This is an optimization exercise on Yosys and OpenROAD, whose aim is small area, not a production implementation. In this exercise RTL edits were held to simulation tests only and were not proved equivalent to the original. Power and IR drop assume default switching activity.

==> flow/design.v (excerpt) <==
module log_perf_ctrl #(
  parameter int unsigned NUM_CNT  = 8,
  parameter int unsigned CNT_W    = 20,
  parameter int unsigned INC_W    = 6,
  parameter int unsigned TIMER_W  = 20,
  parameter int unsigned PERIOD_W = 16,
  parameter int unsigned IDX_W    = (NUM_CNT > 1) ? $clog2(NUM_CNT) : 1
) (
  input  logic                     clock,
  input  logic                     reset,
  input  logic [NUM_CNT*INC_W-1:0] perf_inc,
  input  logic [TIMER_W-1:0]       log_begin,
  input  logic [TIMER_W-1:0]       log_end,
  input  logic [PERIOD_W-1:0]      dump_period,
  input  logic                     auto_clean,
  input  logic                     dump_req,
  input  logic                     clean_req,
  input  logic                     out_ready,
  output logic [TIMER_W-1:0]       timer,
  output logic                     logEnable,
  output logic                     clean,
  output logic                     dump,
  output logic                     out_valid,
  output logic [IDX_W-1:0]         out_idx,
  output logic [CNT_W-1:0]         out_data,
  output logic                     out_last,
  output logic                     dump_overrun
);
Size in the first run: ~1,300 cells after synthesis, ~18,000 µm² of cells after synthesis.
Settings: LEC_CHECK=0, CAP_MARGIN=20, CORE_MARGIN=2, CORE_UTILIZATION=40, SLEW_MARGIN=20, SYNTH_HIERARCHICAL=1; clock period 7.0 ns.
standard.sh (not shown) runs the stock make flow with config.mk's settings and CLKGATE_MAP_FILE= SYNTH_SCRIPT=/design/flow/synth_recipe.tcl, a recipe that flattens the netlist after the stock synthesis.
==> flow/flow/run.sh <==
#!/bin/bash
# Standard layout (the standard.sh) with these changes:
#  - port buffers use the smallest buffer cell;
#  - clock tree synthesis without dummy loads;
#  - after floorplan, combinational cells go to their smallest drive
#    strength (flow/downsize.tcl); later repair passes size up as needed.
set -euo pipefail
bash standard.sh \
  BUFFER_PORTS_ARGS="-buffer_cell sky130_fd_sc_hd__buf_1" \
  CTS_ARGS="-sink_clustering_enable -repair_clock_nets -dont_use_dummy_load" \
  POST_FLOORPLAN_TCL="$PWD/flow/downsize.tcl" \
  finish > standard.log 2>&1
==> flow/flow/downsize.tcl <==
# POST_FLOORPLAN hook: put every combinational cell at the smallest drive
# strength of its function. The resizer's later repair_design and
# repair_timing passes size up again wherever slew, load or timing need it.
set block [ord::get_db_block]
set db [ord::get_db]
set skip {^(df|edf|sdf|sedf|dl|conb|tap|fill|decap|probe|lpflow|clk)}
set count 0
foreach inst [$block getInsts] {
  set name [[$inst getMaster] getName]
  if {![regexp {^sky130_fd_sc_hd__([a-z0-9]+)_([0-9]+)$} $name -> base drive]} { continue }
  if {[regexp $skip $base]} { continue }
  set best $name
  set best_area [expr {[[$inst getMaster] getWidth] * [[$inst getMaster] getHeight]}]
  foreach d {0 1} {
    set m [$db findMaster sky130_fd_sc_hd__${base}_$d]
    if {$m eq "NULL" || $m eq ""} { continue }
    set a [expr {[$m getWidth] * [$m getHeight]}]
    if {$a < $best_area} {
      set best [$m getName]
      set best_area $a
    }
  }
  if {$best ne $name} {
    replace_cell [$inst getName] $best
    incr count
  }
}
puts "downsize: replaced $count cells"
Then changed:
--- a/flow/flow/run.sh
+++ b/flow/flow/run.sh
@@ -8,5 +8,5 @@
 bash standard.sh \
   BUFFER_PORTS_ARGS="-buffer_cell sky130_fd_sc_hd__buf_1" \
-  CTS_ARGS="-sink_clustering_enable -repair_clock_nets -dont_use_dummy_load" \
+  CTS_ARGS="-sink_clustering_enable -repair_clock_nets -dont_use_dummy_load -buf_list {sky130_fd_sc_hd__clkbuf_4 sky130_fd_sc_hd__clkbuf_8} -root_buf sky130_fd_sc_hd__clkbuf_8" \
   POST_FLOORPLAN_TCL="$PWD/flow/downsize.tcl" \
   finish > standard.log 2>&1
=> The changed run completed without violations; hold slack got worse by 0.0072 ns; count of clock-buffer cells in the layout came out higher by 28; maximum frequency hardly moves; worst setup slack gains 0.0046 ns; clock skew climbs by 0.020 ns; synthesized cell count stays the same; critical path depth does not change.
Then changed:
--- a/flow/flow/run.sh
+++ b/flow/flow/run.sh
@@ -8,5 +8,5 @@
 bash standard.sh \
   BUFFER_PORTS_ARGS="-buffer_cell sky130_fd_sc_hd__buf_1" \
-  CTS_ARGS="-sink_clustering_enable -repair_clock_nets -dont_use_dummy_load -buf_list {sky130_fd_sc_hd__clkbuf_4 sky130_fd_sc_hd__clkbuf_8} -root_buf sky130_fd_sc_hd__clkbuf_8" \
+  CTS_ARGS="-sink_clustering_enable -repair_clock_nets -dont_use_dummy_load -buf_list sky130_fd_sc_hd__clkbuf_8 -sink_clustering_size 20" \
   POST_FLOORPLAN_TCL="$PWD/flow/downsize.tcl" \
   finish > standard.log 2>&1
The changed run finished with timing, DRC and antenna clean.
Worst setup slack does not change.
Core utilization does not change.
Synthesized area does not change.
Die area is unchanged.
Total power stays the same.
Maximum frequency does not change.

* * *

log_perf_ctrl, a different RTL version from the one above (not shown whole).
Size in the first run: about 380 flip-flops, roughly 160 I/O pins.
Settings: LEC_CHECK=0, CAP_MARGIN=20, CORE_MARGIN=2, CORE_UTILIZATION=70, PLACE_DENSITY=0.82, SLEW_MARGIN=20, SYNTH_HIERARCHICAL=1; clock period 7.0 ns.
==> flow/flow/run.sh <==
#!/bin/bash
# Standard layout (the standard.sh) with these changes:
#  - port buffers use the smallest buffer cell;
#  - clock tree synthesis without dummy loads;
#  - after floorplan, combinational cells go to their smallest drive
#    strength (flow/downsize.tcl); later repair passes size up as needed.
set -euo pipefail
bash standard.sh \
  BUFFER_PORTS_ARGS="-buffer_cell sky130_fd_sc_hd__buf_1" \
  CTS_ARGS="-sink_clustering_enable -repair_clock_nets -dont_use_dummy_load -buf_list sky130_fd_sc_hd__clkbuf_8 -sink_clustering_size 16 -sink_clustering_max_diameter 100" \
  POST_FLOORPLAN_TCL="$PWD/flow/downsize.tcl" \
  finish > standard.log 2>&1
Scripts as last shown in full above: flow/flow/downsize.tcl
Then changed:
--- a/flow/flow/run.sh
+++ b/flow/flow/run.sh
@@ -9,3 +9,3 @@
   BUFFER_PORTS_ARGS="-buffer_cell sky130_fd_sc_hd__buf_1" \
-  CTS_ARGS="-sink_clustering_enable -repair_clock_nets -dont_use_dummy_load -buf_list sky130_fd_sc_hd__clkbuf_8 -sink_clustering_size 16 -sink_clustering_max_diameter 100" \
+  CTS_ARGS="-sink_clustering_enable -repair_clock_nets -dont_use_dummy_load -buf_list sky130_fd_sc_hd__clkbuf_16 -sink_clustering_size 30 -sink_clustering_max_diameter 100" \
   POST_FLOORPLAN_TCL="$PWD/flow/downsize.tcl" \
Settings changed: CORE_UTILIZATION 70 to 60, PLACE_DENSITY 0.82 to 0.72.
Design area is higher by 0.67%; worst hold slack degrades by 0.0069 ns; worst setup slack improves by 0.024 ns; routed wire length came out higher by 0.93%; critical path depth stays the same.
Then changed:
Settings changed: CORE_UTILIZATION 60 to 40, PLACE_DENSITY 0.72 to default.
After rerunning: Routed wire length rises by a few percent; clock-buffer cell count rises by 1; worst setup slack improved by 0.031 ns; sequential share of layout area falls by 0.93 points; non-clock buffer count falls by 3; flip-flop and latch count is unchanged; register-to-register slack improved by 0.31 ns.
Then changed:
--- a/flow/flow/run.sh
+++ b/flow/flow/run.sh
@@ -9,3 +9,3 @@
   BUFFER_PORTS_ARGS="-buffer_cell sky130_fd_sc_hd__buf_1" \
-  CTS_ARGS="-sink_clustering_enable -repair_clock_nets -dont_use_dummy_load -buf_list sky130_fd_sc_hd__clkbuf_16 -sink_clustering_size 30 -sink_clustering_max_diameter 100" \
+  CTS_ARGS="-sink_clustering_enable -repair_clock_nets -dont_use_dummy_load -buf_list sky130_fd_sc_hd__clkbuf_4 -sink_clustering_size 10 -sink_clustering_max_diameter 60" \
   POST_FLOORPLAN_TCL="$PWD/flow/downsize.tcl" \
Settings changed: CORE_UTILIZATION 40 to 70, PLACE_DENSITY from default to 0.82.
- sequential power is about the same
- non-clock buffer count goes up by 1
- count of clock-buffer cells in the layout goes up by 26
- clock skew goes down by 0.047 ns
- cell count goes down by 11%
- maximum frequency goes down by 0.82%
- power goes down by 4.7%
- worst setup slack is worse by 0.057 ns
- cell area goes down by 2.6%

* * *

Another version of the RTL of log_perf_ctrl (not shown whole).
For scale: ~1300 cells after synthesis, ~17000 um2 of cells after synthesis.
Settings: LEC_CHECK=0, CAP_MARGIN=20, CORE_MARGIN=2, CORE_UTILIZATION=40, SLEW_MARGIN=20, SYNTH_HIERARCHICAL=1; clock period 7.0 ns.
==> flow/flow/run.sh <==
#!/bin/bash
# Standard layout (the standard.sh) with these changes:
#  - port buffers use the smallest buffer cell;
#  - clock tree synthesis without dummy loads;
#  - after floorplan, combinational cells go to their smallest drive
#    strength (flow/downsize.tcl); later repair passes size up as needed.
set -euo pipefail
bash standard.sh \
  BUFFER_PORTS_ARGS="-buffer_cell sky130_fd_sc_hd__buf_1" \
  CTS_ARGS="-sink_clustering_enable -repair_clock_nets -dont_use_dummy_load -buf_list sky130_fd_sc_hd__clkbuf_16 -sink_clustering_size 24 -sink_clustering_max_diameter 80" \
  POST_FLOORPLAN_TCL="$PWD/flow/downsize.tcl" \
  finish > standard.log 2>&1
Scripts as last shown in full above: flow/flow/downsize.tcl
==> next run, changes <==
--- a/flow/flow/run.sh
+++ b/flow/flow/run.sh
@@ -10 +10 @@
-  CTS_ARGS="-sink_clustering_enable -repair_clock_nets -dont_use_dummy_load -buf_list sky130_fd_sc_hd__clkbuf_16 -sink_clustering_size 24 -sink_clustering_max_diameter 80" \
+  CTS_ARGS="-sink_clustering_enable -repair_clock_nets -dont_use_dummy_load -buf_list sky130_fd_sc_hd__clkbuf_16 -sink_clustering_size 30 -sink_clustering_max_diameter 100" \
- CAP_MARGIN: 20 -> 5
- SLEW_MARGIN: 20 -> 5
What happened: Setup slack loses 0.016 ns; total power decreases by 3.6%; sequential share of layout area increases by 0.43 points; register-to-register slack hardly moves.

* * *

Another version of the RTL of log_perf_ctrl (not shown whole).
Size: about 1,300 cells after synthesis, ~380 flip-flops, roughly 160 I/O pins.
==> flow/config.mk <==
export PLATFORM = sky130hd
export DESIGN_NAME = log_perf_ctrl
export DESIGN_NICKNAME = log_perf_ctrl
export VERILOG_FILES = /design/flow/design.v
export SDC_FILE = /design/flow/constraint.sdc
export NUM_CORES = 4
export LEC_CHECK = 0
export CAP_MARGIN = 20
export CORE_MARGIN = 2
export CORE_UTILIZATION = 70
export GPL_ROUTABILITY_DRIVEN = 0
export GPL_TIMING_DRIVEN = 0
export PLACE_DENSITY = 0.82
export SLEW_MARGIN = 20
export SYNTH_HIERARCHICAL = 1
==> flow/constraint.sdc <==
create_clock -name core_clock -period 7.0 [get_ports {clock}]
set_input_delay 1.4000 -clock core_clock [delete_from_list [all_inputs] [get_ports {clock}]]
set_output_delay 1.4000 -clock core_clock [all_outputs]
set_load 0.01 [all_outputs]
==> flow/flow/run.sh <==
#!/bin/bash
# Standard layout (the standard.sh) with these changes:
#  - port buffers use the smallest buffer cell;
#  - clock tree synthesis without dummy loads;
#  - after floorplan, combinational cells go to their smallest drive
#    strength (flow/downsize.tcl); later repair passes size up as needed.
set -euo pipefail
bash standard.sh \
  BUFFER_PORTS_ARGS="-buffer_cell sky130_fd_sc_hd__buf_1" \
  CTS_ARGS="-sink_clustering_enable -repair_clock_nets -dont_use_dummy_load -buf_list sky130_fd_sc_hd__clkbuf_4 -sink_clustering_size 10 -sink_clustering_max_diameter 60" \
  POST_FLOORPLAN_TCL="$PWD/flow/downsize.tcl" \
  finish > standard.log 2>&1
Scripts as last shown in full above: flow/flow/downsize.tcl
The starting point produced a clean layout.
==> next run, changes <==
--- a/flow/flow/run.sh
+++ b/flow/flow/run.sh
@@ -8,5 +8,5 @@
 bash standard.sh \
   BUFFER_PORTS_ARGS="-buffer_cell sky130_fd_sc_hd__buf_1" \
-  CTS_ARGS="-sink_clustering_enable -repair_clock_nets -dont_use_dummy_load -buf_list sky130_fd_sc_hd__clkbuf_4 -sink_clustering_size 10 -sink_clustering_max_diameter 60" \
+  CTS_ARGS="-sink_clustering_enable -repair_clock_nets -dont_use_dummy_load -buf_list sky130_fd_sc_hd__clkbuf_4 -sink_clustering_size 12 -sink_clustering_max_diameter 50" \
   POST_FLOORPLAN_TCL="$PWD/flow/downsize.tcl" \
   finish > standard.log 2>&1
Settings changed: GPL_ROUTABILITY_DRIVEN 0 to not set, GPL_TIMING_DRIVEN 0 to not set.
Effect: The changed run finished clean. Clock-buffer cell count fell by 6. First-iteration DRC count rose by about 7%. Total power fell by about 2.3%. Synthesized cell count stays the same. Critical path depth does not change. Area after synthesis is unchanged. Via count rose by about 0.6%. Wire length fell by 0.67%. Hold slack improves by 5.5 ps. Fmax barely changes. Clock power fell by about 6.4%.
==> next run, changes <==
--- a/flow/flow/run.sh
+++ b/flow/flow/run.sh
@@ -8,5 +8,5 @@
 bash standard.sh \
   BUFFER_PORTS_ARGS="-buffer_cell sky130_fd_sc_hd__buf_1" \
-  CTS_ARGS="-sink_clustering_enable -repair_clock_nets -dont_use_dummy_load -buf_list sky130_fd_sc_hd__clkbuf_4 -sink_clustering_size 12 -sink_clustering_max_diameter 50" \
+  CTS_ARGS="-sink_clustering_enable -repair_clock_nets -dont_use_dummy_load -buf_list sky130_fd_sc_hd__clkbuf_4 -sink_clustering_size 10 -sink_clustering_max_diameter 60" \
   POST_FLOORPLAN_TCL="$PWD/flow/downsize.tcl" \
   finish > standard.log 2>&1
Worst hold slack gets worse by 17 ps.
Utilization increases by 0.15 points.
Cell count stays flat.
Sequential power barely changes.
Worst setup slack gets worse by 3.1 ps.
Power increases by 1.3%.
Routed wire length increases by 0.89%.

* * *

RTL: one of the versions met above, not the one the previous note started from.
Size: about 1300 cells after synthesis, ~380 flip-flops, about 17000 um2 of cells after synthesis.
Design log_perf_ctrl, start of the top module:
module log_perf_ctrl #(
  parameter int unsigned NUM_CNT  = 8,
  parameter int unsigned CNT_W    = 20,
  parameter int unsigned INC_W    = 6,
  parameter int unsigned TIMER_W  = 20,
  parameter int unsigned PERIOD_W = 16,
  parameter int unsigned IDX_W    = (NUM_CNT > 1) ? $clog2(NUM_CNT) : 1
) (
  input  logic                     clock,
  input  logic                     reset,
  input  logic [NUM_CNT*INC_W-1:0] perf_inc,
  input  logic [TIMER_W-1:0]       log_begin,
  input  logic [TIMER_W-1:0]       log_end,
  input  logic [PERIOD_W-1:0]      dump_period,
  input  logic                     auto_clean,
  input  logic                     dump_req,
  input  logic                     clean_req,
  input  logic                     out_ready,
  output logic [TIMER_W-1:0]       timer,
  output logic                     logEnable,
  output logic                     clean,
  output logic                     dump,
  output logic                     out_valid,
  output logic [IDX_W-1:0]         out_idx,
  output logic [CNT_W-1:0]         out_data,
  output logic                     out_last,
  output logic                     dump_overrun
);
  logic [TIMER_W-1:0]  timer_q, timer_nxt;
  logic [PERIOD_W-1:0] period_rem, period_rem_nxt;
  logic [PERIOD_W-1:0] period_last;
  logic [IDX_W-1:0]    idx;           
  logic [NUM_CNT-1:0]  sel;           
  logic                streaming;
  ...
==> flow/config.mk <==
export PLATFORM = sky130hd
export DESIGN_NAME = log_perf_ctrl
export DESIGN_NICKNAME = log_perf_ctrl
export VERILOG_FILES = /design/flow/design.v
export SDC_FILE = /design/flow/constraint.sdc
export NUM_CORES = 4
export LEC_CHECK = 0
export CAP_MARGIN = 20
export CORE_MARGIN = 2
export CORE_UTILIZATION = 78
export PLACE_DENSITY = 0.88
export SLEW_MARGIN = 20
export SYNTH_HIERARCHICAL = 1
==> flow/constraint.sdc <==
create_clock -name core_clock -period 7.0 [get_ports {clock}]
set_input_delay 1.4000 -clock core_clock [delete_from_list [all_inputs] [get_ports {clock}]]
set_output_delay 1.4000 -clock core_clock [all_outputs]
set_load 0.01 [all_outputs]
==> flow/flow/run.sh <==
#!/bin/bash
# Standard layout (the standard.sh) with these changes:
#  - port buffers use the smallest buffer cell;
#  - clock tree synthesis without dummy loads;
#  - after floorplan, combinational cells go to their smallest drive
#    strength (flow/downsize.tcl); later repair passes size up as needed.
set -euo pipefail
bash standard.sh \
  BUFFER_PORTS_ARGS="-buffer_cell sky130_fd_sc_hd__buf_1" \
  CTS_ARGS="-sink_clustering_enable -repair_clock_nets -dont_use_dummy_load -buf_list sky130_fd_sc_hd__clkbuf_4 -sink_clustering_size 10 -sink_clustering_max_diameter 60" \
  POST_FLOORPLAN_TCL="$PWD/flow/downsize.tcl" \
  finish > standard.log 2>&1
Scripts as last shown in full above: flow/flow/downsize.tcl
The first run completed with no timing, DRC or antenna violations.
Rerun with:
--- a/flow/flow/run.sh
+++ b/flow/flow/run.sh
@@ -10 +10 @@
-  CTS_ARGS="-sink_clustering_enable -repair_clock_nets -dont_use_dummy_load -buf_list sky130_fd_sc_hd__clkbuf_4 -sink_clustering_size 10 -sink_clustering_max_diameter 60" \
+  CTS_ARGS="-sink_clustering_enable -repair_clock_nets -dont_use_dummy_load -buf_list sky130_fd_sc_hd__clkbuf_8 -sink_clustering_size 16 -sink_clustering_max_diameter 100" \
- CORE_UTILIZATION: 78 -> 60
- PLACE_DENSITY: 0.88 -> 0.72
Effect:
- global-route usage goes down by 7.8 points
- sequential share of layout area goes down by 0.30 points
- setup slack is better by 50 ps

separate check: timing with driven ports:
No port has a modelled driver above. Below, the same layouts with a new extraction and two added sets of constraints.
Step 1 sets driving cells, clkbuf_16 on the clock port and buf_2 on the other inputs (assumed; they add their load-dependent delay and slew).
Step 2, shift: input delay + t, output delay - t, t = (earliest + latest rising clock arrival at the registers) / 2. This alone moves slack from input paths to output paths.
Three values: no drivers, after step 1, after step 2; two values: the first two.
run	t, ns	slack for setup (ns)	latest minus earliest clock arrival (ns)	worst data-port slew with drivers (ns)
the first run of note 1	0.568	2.420 / 2.394 / 2.162	0.047 / 0.048	0.07
the second run of note 1	0.619	2.424 / 2.398 / 2.133	0.067 / 0.067	0.07
the third run of note 1	0.619	2.424 / 2.398 / 2.133	0.067 / 0.067	0.07
the first run of note 2	0.607	0.101 / 0.072 / 0.072	0.037 / 0.037	0.05
the second run of note 2	0.538	0.125 / 0.106 / 0.035	0.031 / 0.031	0.07
the third run of note 2	0.547	0.156 / 0.136 / 0.136	0.115 / 0.115	0.07
the fourth run of note 2	0.680	0.099 / 0.070 / 0.070	0.068 / 0.068	0.05
the first run of note 3	0.586	0.154 / 0.129 / 0.129	0.055 / 0.054	0.07
the second run of note 3	0.543	0.139 / 0.116 / 0.116	0.049 / 0.049	0.07
the first run of note 4	0.673	0.112 / 0.093 / -0.073	0.057 / 0.057	0.05
the second run of note 4	0.662	0.108 / 0.087 / 0.073	0.052 / 0.052	0.05
the third run of note 4	0.683	0.105 / 0.084 / 0.065	0.054 / 0.054	0.05
the first run of note 5	0.688	0.053 / 0.033 / 0.033	0.058 / 0.058	0.07
the second run of note 5	0.607	0.103 / 0.084 / 0.074	0.030 / 0.030	0.07
Met with ideal ports but missed after step 2: setup timing in the first run of note 4.
